What follows belongs to an exercise in optimizing a design on an open flow for small area; a production flow would make more cautious choices.
In this exercise RTL edits were held to simulation tests only and were not proved equivalent to the original.
Power figures rest on the tool's default switching activity, not on a simulated workload.

===== flow/constraint.sdc =====
create_clock -name core_clock -period 4.0 [get_ports {clk}]
set_input_delay 0.8000 -clock core_clock [delete_from_list [all_inputs] [get_ports {clk}]]
set_output_delay 0.8000 -clock core_clock [all_outputs]
set_load 0.01 [all_outputs]

===== flow/design.v =====
package sdu_pkg;
    typedef enum logic [2:0] {
        IDLE, IDX, COLON, DATA, CR, LF, NEXT, FIN
    } state_t;
    localparam logic [7:0] ASC_COLON = 8'h3A;
    localparam logic [7:0] ASC_CR    = 8'h0D;
    localparam logic [7:0] ASC_LF    = 8'h0A;
    localparam logic [7:0] ASC_BANG  = 8'h21;
    function automatic logic [7:0] hex2asc(input logic [3:0] nib);
        hex2asc = (nib < 4'd10) ? (8'h30 + {4'h0, nib}) : (8'h37 + {4'h0, nib});
    endfunction
    function automatic int imax(input int a, input int b);
        imax = (a > b) ? a : b;
    endfunction
endpackage
module sdu_hex_ser
#(
    parameter int SW = 32,
    parameter int CW = 4
) (
    input  logic          clk,
    input  logic          rst,
    input  logic          load,
    input  logic [SW-1:0] word,
    input  logic [CW-1:0] ndig,
    input  logic          ready,
    output logic [7:0]    data,
    output logic          valid,
    output logic          last
);
    logic [SW-1:0] sh;
    logic [CW-1:0] cnt;
    always_ff @(posedge clk or posedge rst) begin
        if (rst) begin
            sh  <= '0;
            cnt <= '0;
        end else if (load) begin
            sh  <= word;
            cnt <= ndig;
        end else if (valid && ready) begin
            sh  <= sh << 4;
            cnt <= cnt - 1'b1;
        end
    end
    assign valid = (cnt != '0);
    assign last  = (cnt == CW'(1));
    assign data  = sdu_pkg::hex2asc(sh[SW-1 -: 4]);
endmodule
module sdu_probe_dump
#(
    parameter int NCH  = 16,
    parameter int DW   = 32,
    parameter int SELW = $clog2(NCH),
    parameter int IDXD = (SELW + 3) / 4
) (
    input  logic                clk,
    input  logic                rst,
    input  logic                start,
    input  logic                mode,
    input  logic [SELW-1:0]     ch_sel,
    input  logic [NCH*DW-1:0]   probe,
    output logic [7:0]          tx_data,
    output logic                tx_valid,
    input  logic                tx_ready,
    output logic                busy,
    output logic                done,
    output logic                err
);
    localparam int SW   = sdu_pkg::imax(DW, 4 * IDXD);
    localparam int MAXD = sdu_pkg::imax(IDXD, DW / 4);
    localparam int CW   = $clog2(MAXD + 1);
    localparam logic [SELW:0] NCH_W   = (SELW + 1)'(NCH);
    localparam logic [SELW:0] LAST_CH = (SELW + 1)'(NCH - 1);
    sdu_pkg::state_t              state, state_n;
    logic [SELW:0]       c, c_n;
    logic                mode_r, bad_r;
    logic [NCH*DW-1:0]   snap;
    logic [DW-1:0]       snap_word;
    logic                accept, bad_in;
    logic                ser_ld, ser_ready, ser_valid, ser_last;
    logic [SW-1:0]       ld_word;
    logic [CW-1:0]       ld_ndig;
    logic [7:0]          ser_data;
    function automatic logic [SW-1:0] idx_word(input logic [SELW:0] v);
        logic [4*IDXD-1:0] f;
        f = (4 * IDXD)'(v);
        idx_word = SW'(f) << (SW - 4 * IDXD);
    endfunction
    assign accept    = (state == sdu_pkg::IDLE) && start;
    assign bad_in    = !mode && ({1'b0, ch_sel} >= NCH_W);
    assign snap_word = snap[c[SELW-1:0]*DW +: DW];
    assign ser_ready = tx_ready && ((state == sdu_pkg::IDX) || (state == sdu_pkg::DATA));
    assign busy      = (state != sdu_pkg::IDLE) && (state != sdu_pkg::FIN);
    assign done      = (state == sdu_pkg::FIN);
    sdu_hex_ser #(.SW(SW), .CW(CW)) u_ser (
        .clk   (clk),
        .rst   (rst),
        .load  (ser_ld),
        .word  (ld_word),
        .ndig  (ld_ndig),
        .ready (ser_ready),
        .data  (ser_data),
        .valid (ser_valid),
        .last  (ser_last)
    );
    always_ff @(posedge clk or posedge rst) begin
        if (rst) begin
            state  <= sdu_pkg::IDLE;
            c      <= '0;
            mode_r <= 1'b0;
            bad_r  <= 1'b0;
            snap   <= '0;
            err    <= 1'b0;
        end else begin
            state <= state_n;
            c     <= c_n;
            if (accept) begin
                snap   <= probe;
                mode_r <= mode;
                bad_r  <= bad_in;
                err    <= 1'b0;
            end else if ((state == sdu_pkg::COLON) && bad_r && tx_ready) begin
                err <= 1'b1;
            end
        end
    end
    always_comb begin
        state_n  = state;
        c_n      = c;
        ser_ld   = 1'b0;
        ld_word  = '0;
        ld_ndig  = '0;
        tx_valid = 1'b0;
        tx_data  = 8'h00;
        case (state)
            sdu_pkg::IDLE: begin
                if (start) begin
                    if (bad_in) begin
                        state_n = sdu_pkg::COLON;
                        c_n     = '0;
                    end else begin
                        state_n = sdu_pkg::IDX;
                        c_n     = mode ? '0 : {1'b0, ch_sel};
                        ser_ld  = 1'b1;
                        ld_word = idx_word(c_n);
                        ld_ndig = CW'(IDXD);
                    end
                end
            end
            sdu_pkg::IDX: begin
                tx_valid = ser_valid;
                tx_data  = ser_data;
                if (tx_ready && ser_valid && ser_last) state_n = sdu_pkg::COLON;
            end
            sdu_pkg::COLON: begin
                tx_valid = 1'b1;
                tx_data  = bad_r ? sdu_pkg::ASC_BANG : sdu_pkg::ASC_COLON;
                if (tx_ready) begin
                    if (bad_r) begin
                        state_n = sdu_pkg::CR;
                    end else begin
                        state_n = sdu_pkg::DATA;
                        ser_ld  = 1'b1;
                        ld_word = SW'(snap_word) << (SW - DW);
                        ld_ndig = CW'(DW / 4);
                    end
                end
            end
            sdu_pkg::DATA: begin
                tx_valid = ser_valid;
                tx_data  = ser_data;
                if (tx_ready && ser_valid && ser_last) state_n = sdu_pkg::CR;
            end
            sdu_pkg::CR: begin
                tx_valid = 1'b1;
                tx_data  = sdu_pkg::ASC_CR;
                if (tx_ready) state_n = sdu_pkg::LF;
            end
            sdu_pkg::LF: begin
                tx_valid = 1'b1;
                tx_data  = sdu_pkg::ASC_LF;
                if (tx_ready) begin
                    if (mode_r && !bad_r && (c < LAST_CH)) begin
                        state_n = sdu_pkg::IDX;
                        c_n     = c + 1'b1;
                        ser_ld  = 1'b1;
                        ld_word = idx_word(c_n);
                        ld_ndig = CW'(IDXD);
                    end else begin
                        state_n = sdu_pkg::FIN;
                    end
                end
            end
            sdu_pkg::FIN: begin
                state_n = sdu_pkg::IDLE;
            end
            default: begin
                state_n = sdu_pkg::IDLE;
            end
        endcase
    end
endmodule
module sdu_probe_dump_top (
    input  logic          clk,
    input  logic          rst,
    input  logic          start,
    input  logic          mode,
    input  logic [4:0]    ch_sel,
    input  logic [767:0]  probe,
    output logic [7:0]    tx_data,
    output logic          tx_valid,
    input  logic          tx_ready,
    output logic          busy,
    output logic          done,
    output logic          err
);
    sdu_probe_dump #(.NCH(24), .DW(32)) u_dump (
        .clk      (clk),
        .rst      (rst),
        .start    (start),
        .mode     (mode),
        .ch_sel   (ch_sel),
        .probe    (probe),
        .tx_data  (tx_data),
        .tx_valid (tx_valid),
        .tx_ready (tx_ready),
        .busy     (busy),
        .done     (done),
        .err      (err)
    );
endmodule

===== flow/config.mk =====
export PLATFORM = sky130hd
export DESIGN_NAME = sdu_probe_dump_top
export DESIGN_NICKNAME = sdu_probe_dump_top
export VERILOG_FILES = /design/flow/design.v
export SDC_FILE = /design/flow/constraint.sdc
export NUM_CORES = 4
export LEC_CHECK = 0
export CAP_MARGIN = 20
export CORE_MARGIN = 2
export CORE_UTILIZATION = 40
export SLEW_MARGIN = 20

===== flow/run.sh =====
#!/bin/bash
# synth_recipe.tcl (not shown) runs the flow's synth.tcl, then flattens the netlist and writes it again
# the make line also repeats each setting of config.mk as NAME=value (left out here)
make -C /OpenROAD-flow-scripts/flow DESIGN_CONFIG=/design/flow/config.mk WORK_HOME=/design/flow/orfs CLKGATE_MAP_FILE= SYNTH_SCRIPT=/design/flow/synth_recipe.tcl finish

==> impl_metrics.json <==
{
  "vias": 31035,
  "synth.top_cells.by_count": "2,333 x nand2_1, 816 x dfrtp_1, 187 x clkbuf_1, 172 x mux4_2, 107 x mux2i_1",
  "core_area_mm2": 0.0929,
  "ys_types": 64,
  "utilization": 0.539,
  "wl_per_cell_um": 22.5,
  "tightest_slew_ns": 1.09,
  "drcViolationCount": 0,
  "io_buffers": 788,
  "maxCapViolCount": 0,
  "comb_power_share": 0.404,
  "fp.dieW_um": 310,
  "hold_buffers": 0,
  "clockBufferDepth": 3,
  "yosys-top-cells-area": "dfrtp_1 55%, nand2_1 23%, mux4_2 10%, mux2i_1 2.9%, clkbuf_1 1.9%",
  "dp_hpwl_um": 101000,
  "netlist.area_leader.share": 0.547,
  "routed_wl_um": 137000,
  "antenna_left": 0,
  "rows": 112,
  "first_global_vias": 30790,
  "peakVddDrop_uv": 414,
  "cp.required_ns": 3.20,
  "ios": 790,
  "area_delta_synth_final_pct": 34.1,
  "cpLargestDelayFamily": "buffers and inverters",
  "arrival_ns": 2.72,
  "ys.warnings.count": 2,
  "min_to": "u_dump.snap[175]$_DFFE_PP0P_",
  "leakagePower_nw": 24.1,
  "grt_overflow": 0,
  "hold_path.class": "reg2reg",
  "timing.rr.start": "u_dump.c[0]$_DFFE_PP0P_",
  "final_nets": 5514,
  "synth_top_area_cell": "dfrtp_1",
  "cp-end-kind": "output pin",
  "synth_ff_type": "dfrtp_1",
  "layout.cells.non_filler": 6107,
  "fp.dieArea_mm2": 0.0958,
  "p_int_mw": 24.5,
  "worstHoldStart": "u_dump.snap[175]$_DFFE_PP0P_",
  "switching_power_mw": 15.4,
  "fp.dieH_um": 310,
  "ys_async_sr_fraction": 1.00,
  "sw_frac_of_total": 0.387,
  "syn-cell-area_mm2": 0.0373,
  "rsz0062_at_grt": "no",
  "rrSetupSlack_ns": 0.96,
  "cp_max_fo": 17,
  "synth_fp_nets": 4805,
  "synth_edf_count": 0,
  "h-tree-depth": 3,
  "fin_skew_ns": 0.0226,
  "ys_seq_elements": 816,
  "initial_core_util": 0.402,
  "cts_inserted_buffers": 94,
  "grtUsageTotal": 0.283,
  "synth_seq_area_share": 0.547,
  "post_cts_buffers": 0,
  "syn-instance-count": 4022,
  "avgSynthCellArea_um2": 9.29,
  "grt_pass1_wl_um": 198000,
  "hold_depth": 2,
  "slew_viol_final": 0,
  "layout-drive-gt1-share": 0.0882,
  "relSlewSlack": 0.267,
  "crit_type": "reg2out",
  "max_stage_delay_ns": 0.59,
  "cellPowerDensity_mw_per_mm2": 797,
  "fmax_ghz": 0.284,
  "cp-start-kind": "flop",
  "cts_resized": 0,
  "antenna_found_initial": 57,
  "critical_path_buf_inv_count": 2,
  "pwr-share-seq": 0.365,
  "grt_start_max_net_pins": 173,
  "clk_pin_slew_worst_paths_ns": 0.06,
  "first_iter_violations": 2809,
  "placed_cells": 5889,
  "setup_viol": 0,
  "hold_violations": 0,
  "crit_chain": "inv_1 > nand2_1 > nor2_1 > a31oi_1 > o21ai_0 > clkdlybuf4s50_1",
  "tritoncts": "yes",
  "crit_slowest_cell": "clkdlybuf4s50_1",
  "r2r-end": "u_dump.u_ser.sh[16]$_DFFE_PP0P_",
  "synth.most_common_cell": "nand2_1",
  "gp_congestion": 0.883,
  "dr.pass1.iters": 6,
  "status": "no timing/DRC/antenna violations",
  "period_minus_slack_ns": 3.52,
  "cts_root_buffer": "clkbuf_16",
  "cts_sinks": 816,
  "clk_latency_ns": 0.66,
  "worst_r2r_path_depth": 6,
  "period_share": 0.880,
  "whs_ns": 0.467,
  "power_frac_clock": 0.231,
  "via_per_inst": 5.08
}
## worst max path at each step
stage                                            from                        end  cells past startpoint
after floorplan                                   rst   u_dump.bad_r$_DFFE_PP0P_                      1
after global placement                          start  u_dump.mode_r$_DFFE_PP0P_                      6
after detailed placement                        start  u_dump.mode_r$_DFFE_PP0P_                      6
after CTS                 u_dump.state[0]$_DFFE_PP0P_                 tx_data[3]                      6
after global routing      u_dump.state[0]$_DFFE_PP0P_                 tx_data[3]                      6
final                     u_dump.state[0]$_DFFE_PP0P_                 tx_data[3]                      6
## kinds of logic (layout without fill, tap and decap cells)
logic type                 count (synthesis)  after routing  synth area share
other                                      1             46          0.000100
AOI/OAI and AO/OA                        181            181            0.0313
muxes                                    292            292             0.138
and+or+nand+nor                         2453           2453             0.250
adders and majority gates                  5              5           0.00168
buffers and inverters                    268           1054            0.0309
xor gates and xnor gates                   6              6           0.00141
DFF                                      816            816             0.547
## routing by layer
layer,part of all wire,track usage,vias up
met1,0.41,0.375,15409
met5,0.0012,0,-
met3,0.061,0.0531,214
li1,-,-,14425
met2,0.49,0.458,961
met4,0.036,0.118,26
## state kept, by name, summed over array words and instances (netlist names)
| name | flops |
|---|---|
| u_dump.snap | 768 |
| u_dump.state | 3 |
| u_dump.u_ser.sh | 32 |
| u_dump.mode_r | 1 |
| u_dump.bad_r | 1 |
| u_dump.u_ser.cnt | 4 |
| u_dump.c | 6 |
| u_dump.err | 1 |
## power groups by stage
stage	sequential (mW)	clock (mW)	combinational, mW
2_1_floorplan	13.6	0	10.7
3_3_place_gp	14.5	0	16.0
3_5_place_dp	14.6	0	16.2
4_1_cts	14.5	9.38	16.3
5_1_grt	15.0	9.74	17.6
6_report	14.6	9.22	16.1
## area by class of cell
class / count / area [um2]
Sequential cell: 816 / 20400
Clock buffer: 145 / 2840
Tap cell: 1254 / 1570
Antenna cell: 45 / 113
Clock inverter: 28 / 485
Multi-Input combinational cell: 2938 / 15800
Inverter: 11 / 45.0
Fill cell: 8635 / 42800
Timing Repair Buffer: 870 / 8800
## through the flow
step / setup TNS (ns) / cell area [um2] / power (mW) / setup slack, ns
2_1_floorplan: -6531.70 / 37300 / 24.4 / -8.00
3_3_place_gp: 0 / 46600 / 30.5 / 0.876
3_5_place_dp: 0 / 46600 / 30.8 / 0.851
4_1_cts: 0 / 50000 / 40.2 / 0.474
5_1_grt: 0 / 50000 / 42.4 / 0.321
6_report: 0 / 50100 / 39.9 / 0.482
## tightest hold or removal path, cell delays in order (launching register included)
cell,delay (ns)
dfrtp_1,0.33
nand2_1,0.05
nand2_1,0.05
## cells in the final DEF, fill, tap and decap left out, drive strengths merged, types with 3 or more instances in the layout
master	instances
inv	12
mux2	9
dfrtp	816
buf	82
clkinv	14
mux4	176
o22ai	24
clkdlybuf4s50	788
mux2i	107
nor2	73
nor3b	3
nand3b	3
a221o	5
nor2b	6
nand2	2333
ha	5
nand3	6
nor3	11
xnor2	4
o21ai	62
diode	45
a31oi	12
bufinv	11
nand2b	3
clkbuf	145
a22oi	11
a21oi	29
o22a	6
and3	3
a221oi	10

==> what the ideal ports hide <==
Ports are ideal in the flow. The routed layout listed here was re-timed in OpenROAD.
Step 1 (the two cells are an assumption about what drives the block):
set clk [get_ports {clk}]
set_driving_cell -lib_cell sky130_fd_sc_hd__clkbuf_16 $clk
set_driving_cell -lib_cell sky130_fd_sc_hd__buf_2 [delete_from_list [all_inputs] $clk]
Step 2 moves the port delays by t, midway between the first and last clock arrival at a register: inputs arrive t later, outputs are due t later. That takes back most of the time a late clock gives input paths.
a / b / c = ideal ports / drivers / drivers and shift; a / b = the first two.
t, ns: 0.718
slack for setup (ns): 0.482 / 0.410 / 0.799
slew at the worst register clock pin (ns): 0.06 / 0.06
worst data-port slew with drivers (ns): 0.13
After both steps this run still meets setup and hold. For this run, drivers alone change the setup slack by -0.072 ns; drivers and shift together by +0.317 ns.
